What follows belongs to an exercise in optimizing a design on an open flow for small area, a short achievable clock period and few clock cycles per item; a production flow would make more cautious choices. The RTL was checked by simulation tests, not by an equivalence proof against the original design. Power and IR drop assume default switching activity.

==> flow/design.v <==
package lrb_pkg;
    localparam int unsigned TIME_W = 32;
    localparam int unsigned MS_W = 31;
    localparam int unsigned CFG_IDX_W = 2;
    localparam logic [2:0] MODE_TICK = 3'd0;
    localparam logic [2:0] MODE_LINK_UP = 3'd1;
    localparam logic [2:0] MODE_LINK_DOWN = 3'd2;
    localparam logic [2:0] MODE_RECONNECT = 3'd3;
    localparam logic [2:0] MODE_START_FAILED = 3'd4;
    localparam logic [CFG_IDX_W-1:0] CFG_INITIAL_RETRY = 2'd0;
    localparam logic [CFG_IDX_W-1:0] CFG_MAX_RETRY = 2'd1;
    localparam logic [CFG_IDX_W-1:0] CFG_ATTEMPT_TIMEOUT = 2'd2;
    localparam logic [CFG_IDX_W-1:0] CFG_SETTLE = 2'd3;
    typedef struct packed {
        logic [4:0]        mode_oh;
        logic [TIME_W-1:0] now_ms;
        logic              link_up;
        logic              have_credentials;
        logic              scan_busy;
    } lrb_item_t;
    typedef struct packed {
        logic [MS_W-1:0] initial_retry_ms;
        logic [MS_W-1:0] max_retry_ms;
        logic [MS_W-1:0] attempt_timeout_ms;
        logic [MS_W-1:0] settle_ms;
    } lrb_cfg_t;
endpackage
module lrb_cfg_regs (
    input  logic                          clk,
    input  logic                          rst_n,
    input  logic                          wr_en,
    input  logic [lrb_pkg::CFG_IDX_W-1:0] wr_index,
    input  logic [lrb_pkg::MS_W-1:0]      wr_data,
    output lrb_pkg::lrb_cfg_t             cfg
);
    lrb_pkg::lrb_cfg_t cfg_reg;
    always_ff @(posedge clk or negedge rst_n)
    begin
        if (!rst_n)
        begin
            cfg_reg.initial_retry_ms <= lrb_pkg::MS_W'(1000);
            cfg_reg.max_retry_ms <= lrb_pkg::MS_W'(60000);
            cfg_reg.attempt_timeout_ms <= lrb_pkg::MS_W'(15000);
            cfg_reg.settle_ms <= lrb_pkg::MS_W'(500);
        end
        else if (wr_en)
        begin
            case (wr_index)
                lrb_pkg::CFG_INITIAL_RETRY: cfg_reg.initial_retry_ms <= wr_data;
                lrb_pkg::CFG_MAX_RETRY: cfg_reg.max_retry_ms <= wr_data;
                lrb_pkg::CFG_ATTEMPT_TIMEOUT: cfg_reg.attempt_timeout_ms <= wr_data;
                lrb_pkg::CFG_SETTLE: cfg_reg.settle_ms <= wr_data;
                default: cfg_reg <= cfg_reg;
            endcase
        end
    end
    assign cfg = cfg_reg;
endmodule
module lrb_step (
    input  logic [4:0]  mode_oh,
    input  logic [31:0] now,
    input  logic        link_up,
    input  logic        have_credentials,
    input  logic        scan_busy,
    input  logic        rr,
    input  logic        att,
    input  logic        rp,
    input  logic        wu,
    input  logic        ntv,
    input  logic [30:0] bo,
    input  logic [31:0] tm,
    input  logic [31:0] ep,
    input  lrb_pkg::lrb_cfg_t cfg,
    input  logic        settle_zero,
    output logic        rr_n,
    output logic        att_n,
    output logic        rp_n,
    output logic        wu_n,
    output logic        ntv_n,
    output logic [30:0] bo_n,
    output logic [31:0] tm_n,
    output logic [31:0] ep_n,
    output logic        conn,
    output logic        disc,
    output logic        nup,
    output logic        ndown
);
    function automatic logic carry_out(input logic [31:0] g, input logic [31:0] p, input logic cin);
        logic [31:0] gg;
        logic [31:0] pp;
        gg = g;
        pp = p;
        for (int d = 1; d < 32; d = d * 2)
        begin
            for (int i = 31; i >= d; i--)
            begin
                gg[i] = gg[i] | (pp[i] & gg[i - d]);
                pp[i] = pp[i] & pp[i - d];
            end
        end
        carry_out = gg[31] | (pp[31] & cin);
    endfunction
    logic        m_tick, m_up, m_down, m_recon, m_fail;
    logic [31:0] add_a;
    logic [30:0] add_b;
    logic [31:0] sum;
    logic [31:0] ntm;
    logic        c31;
    logic        no_wrap;
    logic        reached;
    logic [31:0] tmo_n;
    logic [31:0] csa_s;
    logic [31:0] csa_c;
    logic        csa_k;
    logic        timed_out;
    logic        late;
    logic [31:0] dbl;
    logic [30:0] bo_sched;
    logic        active;
    logic        t_ok, t_rr_go, t_rp, t_att, t_idle, d_s, f_s;
    logic        conn0, conn1, sched0, sched1, sched;
    logic        clr, tm_sum;
    logic [31:0] tm_if0, tm_if1;
    logic [30:0] bo_if0, bo_if1;
    assign {m_fail, m_recon, m_down, m_up, m_tick} = mode_oh;
    assign active = att || link_up;
    assign add_a = m_fail ? tm : now;
    assign add_b = (m_tick && rr) ? (active ? cfg.settle_ms : 31'd0) : bo;
    assign sum   = add_a + {1'b0, add_b};
    assign ntm     = ~tm;
    assign c31     = carry_out({1'b0, now[30:0] & ntm[30:0]}, {1'b1, now[30:0] | ntm[30:0]}, 1'b1);
    assign no_wrap = carry_out(now & ntm, now | ntm, 1'b1);
    assign reached = !(now[31] ^ ntm[31] ^ c31);
    assign tmo_n     = ~{1'b0, cfg.attempt_timeout_ms};
    assign csa_s     = now ^ ntm ^ tmo_n;
    assign csa_c     = (now & ntm) | (now & tmo_n) | (ntm & tmo_n);
    assign csa_k     = carry_out({csa_s[31:2] & csa_c[30:1], 2'b00},
                                 {csa_s[31:2] | csa_c[30:1], 2'b11},
                                 csa_s[1] | csa_c[0]);
    assign timed_out = (csa_c[31] && csa_k) || ((csa_c[31] ^ csa_k) && !no_wrap);
    assign dbl      = {bo, 1'b0};
    assign bo_sched = (dbl < {1'b0, cfg.max_retry_ms}) ? dbl[30:0] : cfg.max_retry_ms;
    assign t_ok    = m_tick && have_credentials && !link_up;
    assign t_rr_go = t_ok && rr && !scan_busy && (!att || settle_zero);
    assign t_rp    = t_ok && !rr && rp;
    assign t_att   = t_ok && !rr && !rp && att;
    assign t_idle  = t_ok && !rr && !rp && !att;
    assign d_s     = m_down && have_credentials && !rp;
    assign f_s     = m_fail && att;
    assign late    = t_att ? timed_out : reached;
    assign conn0  = t_rr_go || (t_idle && !ntv);
    assign conn1  = t_rr_go || (t_rp && !scan_busy) || t_idle;
    assign sched0 = f_s || (d_s && !ntv);
    assign sched1 = f_s || d_s || t_att;
    assign conn   = late ? conn1 : conn0;
    assign sched  = late ? sched1 : sched0;
    assign clr    = m_up || (m_tick && (rr || !have_credentials));
    assign tm_sum = m_tick && rr;
    assign rr_n  = m_recon || (rr && !m_tick);
    assign wu_n  = m_up || (wu && !m_down);
    assign ep_n  = (m_up || m_down) ? ep + 32'd1 : ep;
    assign att_n = conn || (att && !(m_up || m_down || m_fail || (m_tick && (rr || !have_credentials)) ||
                                     (t_att && timed_out)));
    assign rp_n  = (m_tick && rr && have_credentials && !t_rr_go) ||
                   (rp && !(m_up || (m_tick && !have_credentials) || conn));
    assign ntv_n = sched || (ntv && !clr && !conn);
    assign tm_if0 = conn0 ? now : ((sched0 || tm_sum) ? sum : tm);
    assign tm_if1 = conn1 ? now : ((sched1 || tm_sum) ? sum : tm);
    assign bo_if0 = (m_up || (m_tick && rr)) ? cfg.initial_retry_ms : (sched0 ? bo_sched : bo);
    assign bo_if1 = (m_up || (m_tick && rr)) ? cfg.initial_retry_ms : (sched1 ? bo_sched : bo);
    assign tm_n   = late ? tm_if1 : tm_if0;
    assign bo_n   = late ? bo_if1 : bo_if0;
    assign disc  = (m_tick && rr && active) || (t_att && timed_out);
    assign nup   = m_up && !wu;
    assign ndown = m_down && wu;
endmodule
module link_reconnect_backoff_controller (
    input  logic                          clk,
    input  logic                          rst_n,
    input  logic                          cfg_wr_en,
    input  logic [lrb_pkg::CFG_IDX_W-1:0] cfg_index,
    input  logic [lrb_pkg::MS_W-1:0]      cfg_wr_data,
    input  logic                          items_valid,
    output logic                          items_ready,
    input  logic [2:0]                    items_mode,
    input  logic [lrb_pkg::TIME_W-1:0]    items_now_ms,
    input  logic                          items_link_up,
    input  logic                          items_have_credentials,
    input  logic                          items_scan_busy,
    output logic                          results_valid,
    input  logic                          results_ready,
    output logic                          results_cmd_connect,
    output logic                          results_cmd_disconnect,
    output logic                          results_notify_up,
    output logic                          results_notify_down,
    output logic                          results_attempt_active,
    output logic [lrb_pkg::TIME_W-1:0]    results_event_epoch,
    output logic [lrb_pkg::MS_W-1:0]      results_current_backoff_ms
);
    lrb_pkg::lrb_cfg_t  cfg;
    lrb_pkg::lrb_item_t s1_item_reg;
    logic        s1_valid_reg;
    logic        out_valid_reg;
    logic        advance;
    logic        settle_zero;
    logic        no_rr_reg, att_reg, rp_reg, wu_reg, ntv_reg;
    logic [30:0] bo_reg;
    logic [31:0] tm_reg;
    logic [31:0] ep_reg;
    logic        rr_n, att_n, rp_n, wu_n, ntv_n;
    logic [30:0] bo_n;
    logic [31:0] tm_n;
    logic [31:0] ep_n;
    logic        conn, disc, nup, ndown;
    logic [3:0]  cmd_reg;
    lrb_cfg_regs u_cfg (
        .clk      (clk),
        .rst_n    (rst_n),
        .wr_en    (cfg_wr_en),
        .wr_index (cfg_index),
        .wr_data  (cfg_wr_data),
        .cfg      (cfg)
    );
    assign settle_zero = (cfg.settle_ms == '0);
    lrb_step u_step (
        .mode_oh          (s1_item_reg.mode_oh),
        .now              (s1_item_reg.now_ms),
        .link_up          (s1_item_reg.link_up),
        .have_credentials (s1_item_reg.have_credentials),
        .scan_busy        (s1_item_reg.scan_busy),
        .rr               (!no_rr_reg),
        .att              (att_reg),
        .rp               (rp_reg),
        .wu               (wu_reg),
        .ntv              (ntv_reg),
        .bo               (bo_reg),
        .tm               (tm_reg),
        .ep               (ep_reg),
        .cfg              (cfg),
        .settle_zero      (settle_zero),
        .rr_n             (rr_n),
        .att_n            (att_n),
        .rp_n             (rp_n),
        .wu_n             (wu_n),
        .ntv_n            (ntv_n),
        .bo_n             (bo_n),
        .tm_n             (tm_n),
        .ep_n             (ep_n),
        .conn             (conn),
        .disc             (disc),
        .nup              (nup),
        .ndown            (ndown)
    );
    assign advance = s1_valid_reg && (!out_valid_reg || results_ready);
    assign items_ready = !s1_valid_reg || advance;
    always_ff @(posedge clk)
    begin
        if (items_valid && items_ready)
        begin
            s1_item_reg.mode_oh <= {items_mode == lrb_pkg::MODE_START_FAILED,
                                    items_mode == lrb_pkg::MODE_RECONNECT,
                                    items_mode == lrb_pkg::MODE_LINK_DOWN,
                                    items_mode == lrb_pkg::MODE_LINK_UP,
                                    items_mode == lrb_pkg::MODE_TICK};
            s1_item_reg.now_ms <= items_now_ms;
            s1_item_reg.link_up <= items_link_up;
            s1_item_reg.have_credentials <= items_have_credentials;
            s1_item_reg.scan_busy <= items_scan_busy;
        end
        if (advance)
        begin
            cmd_reg <= {conn, disc, nup, ndown};
            tm_reg <= tm_n;
        end
    end
    always_ff @(posedge clk or negedge rst_n)
    begin
        if (!rst_n)
        begin
            s1_valid_reg <= 1'b0;
            out_valid_reg <= 1'b0;
            no_rr_reg <= 1'b0;
            att_reg <= 1'b0;
            rp_reg <= 1'b0;
            wu_reg <= 1'b0;
            ntv_reg <= 1'b0;
            bo_reg <= '0;
            ep_reg <= '0;
        end
        else
        begin
            if (items_ready)
            begin
                s1_valid_reg <= items_valid;
            end
            if (advance)
            begin
                out_valid_reg <= 1'b1;
                no_rr_reg <= !rr_n;
                att_reg <= att_n;
                rp_reg <= rp_n;
                wu_reg <= wu_n;
                ntv_reg <= ntv_n;
                bo_reg <= bo_n;
                ep_reg <= ep_n;
            end
            else if (results_ready)
            begin
                out_valid_reg <= 1'b0;
            end
        end
    end
    assign results_valid = out_valid_reg;
    assign results_cmd_connect = cmd_reg[3];
    assign results_cmd_disconnect = cmd_reg[2];
    assign results_notify_up = cmd_reg[1];
    assign results_notify_down = cmd_reg[0];
    assign results_attempt_active = att_reg;
    assign results_event_epoch = ep_reg;
    assign results_current_backoff_ms = bo_reg;
endmodule
Settings: LEC_CHECK=0, CAP_MARGIN=20, CORE_MARGIN=2, CORE_UTILIZATION=40, SETUP_SLACK_MARGIN=3.5, SLEW_MARGIN=20; clock period 7.5 ns.
standard.sh (not shown) runs the stock make flow with config.mk's settings and CLKGATE_MAP_FILE= SYNTH_SCRIPT=/design/flow/synth_recipe.tcl, a recipe that flattens the netlist after the stock synthesis.
==> flow/flow/run.sh <==
#!/bin/bash
# The standard layout, with two changes:
# - the smallest plain buffer as the port buffer (every port is still buffered; the
#   standard flow picks a delay cell, and the footprint-matched resizing keeps it);
# - no separate half/full adder extraction before ABC maps the logic (the same
#   synthesis otherwise, so the same registers with the same names and cells).
set -euo pipefail
export BUFFER_PORTS_ARGS="-buffer_cell sky130_fd_sc_hd__buf_1"
export ADDER_MAP_FILE=
bash standard.sh > standard.log 2>&1
Testbench counts at the start, summed over its fixed seeds: cycles 12,016, items 12,000.
Rerun with:
--- a/flow/design.v
+++ b/flow/design.v
@@ -202,9 +202,9 @@
     logic        s1_valid_reg;
     logic        out_valid_reg;
     logic        advance;
     logic        settle_zero;
-    logic        no_rr_reg, att_reg, rp_reg, wu_reg, ntv_reg;
+    logic        rr_reg, att_reg, rp_reg, wu_reg, ntv_reg;
     logic [30:0] bo_reg;
     logic [31:0] tm_reg;
     logic [31:0] ep_reg;
     logic        rr_n, att_n, rp_n, wu_n, ntv_n;
@@ -227,9 +227,9 @@
         .now              (s1_item_reg.now_ms),
         .link_up          (s1_item_reg.link_up),
         .have_credentials (s1_item_reg.have_credentials),
         .scan_busy        (s1_item_reg.scan_busy),
-        .rr               (!no_rr_reg),
+        .rr               (rr_reg),
         .att              (att_reg),
         .rp               (rp_reg),
         .wu               (wu_reg),
         .ntv              (ntv_reg),
@@ -278,9 +278,9 @@
         if (!rst_n)
         begin
             s1_valid_reg <= 1'b0;
             out_valid_reg <= 1'b0;
-            no_rr_reg <= 1'b0;
+            rr_reg <= 1'b1;
             att_reg <= 1'b0;
             rp_reg <= 1'b0;
             wu_reg <= 1'b0;
             ntv_reg <= 1'b0;
@@ -295,9 +295,9 @@
             end
             if (advance)
             begin
                 out_valid_reg <= 1'b1;
-                no_rr_reg <= !rr_n;
+                rr_reg <= rr_n;
                 att_reg <= att_n;
                 rp_reg <= rp_n;
                 wu_reg <= wu_n;
                 ntv_reg <= ntv_n;
After rerunning: Non-clock buffer count increases by 6; synthesized area decreases by 1.0%; total power decreases by 3.5%; setup slack gets worse by 0.034 ns; wire length increases by 2.0%; clock-buffer cell count increases by 4; global-route usage barely changes.
Testbench counts after the change, summed over its fixed seeds: cycles 12,016, items 12,000.

[port drivers added, routing unchanged]
Ports are ideal in the flow. The routed layouts listed here were re-timed in OpenROAD.
Step 1 assumes that a clkbuf_16 drives the clock port and a buf_2 every other input.
Step 2 moves the port delays by t, midway between the first and last clock arrival at a register: inputs arrive t later, outputs are due t later. That takes back most of the time a late clock gives input paths.
a / b / c = ideal ports / drivers / drivers and shift; a / b = the first two.
run	t (ns)	slack for setup (ns)	worst setup path after step 2	clock arrival spread, ns	pins driven straight from the clock port
the first run	0.618	3.547 / 3.547 / 3.219	input to register	0.009 / 0.010	1
the second run	0.623	3.514 / 3.514 / 3.205	input to register	0.027 / 0.027	1
After both steps every run listed still meets setup and hold. The setup slack of the first run, which loses most, moves by 0.000 ns with the drivers and by -0.328 ns with both steps.
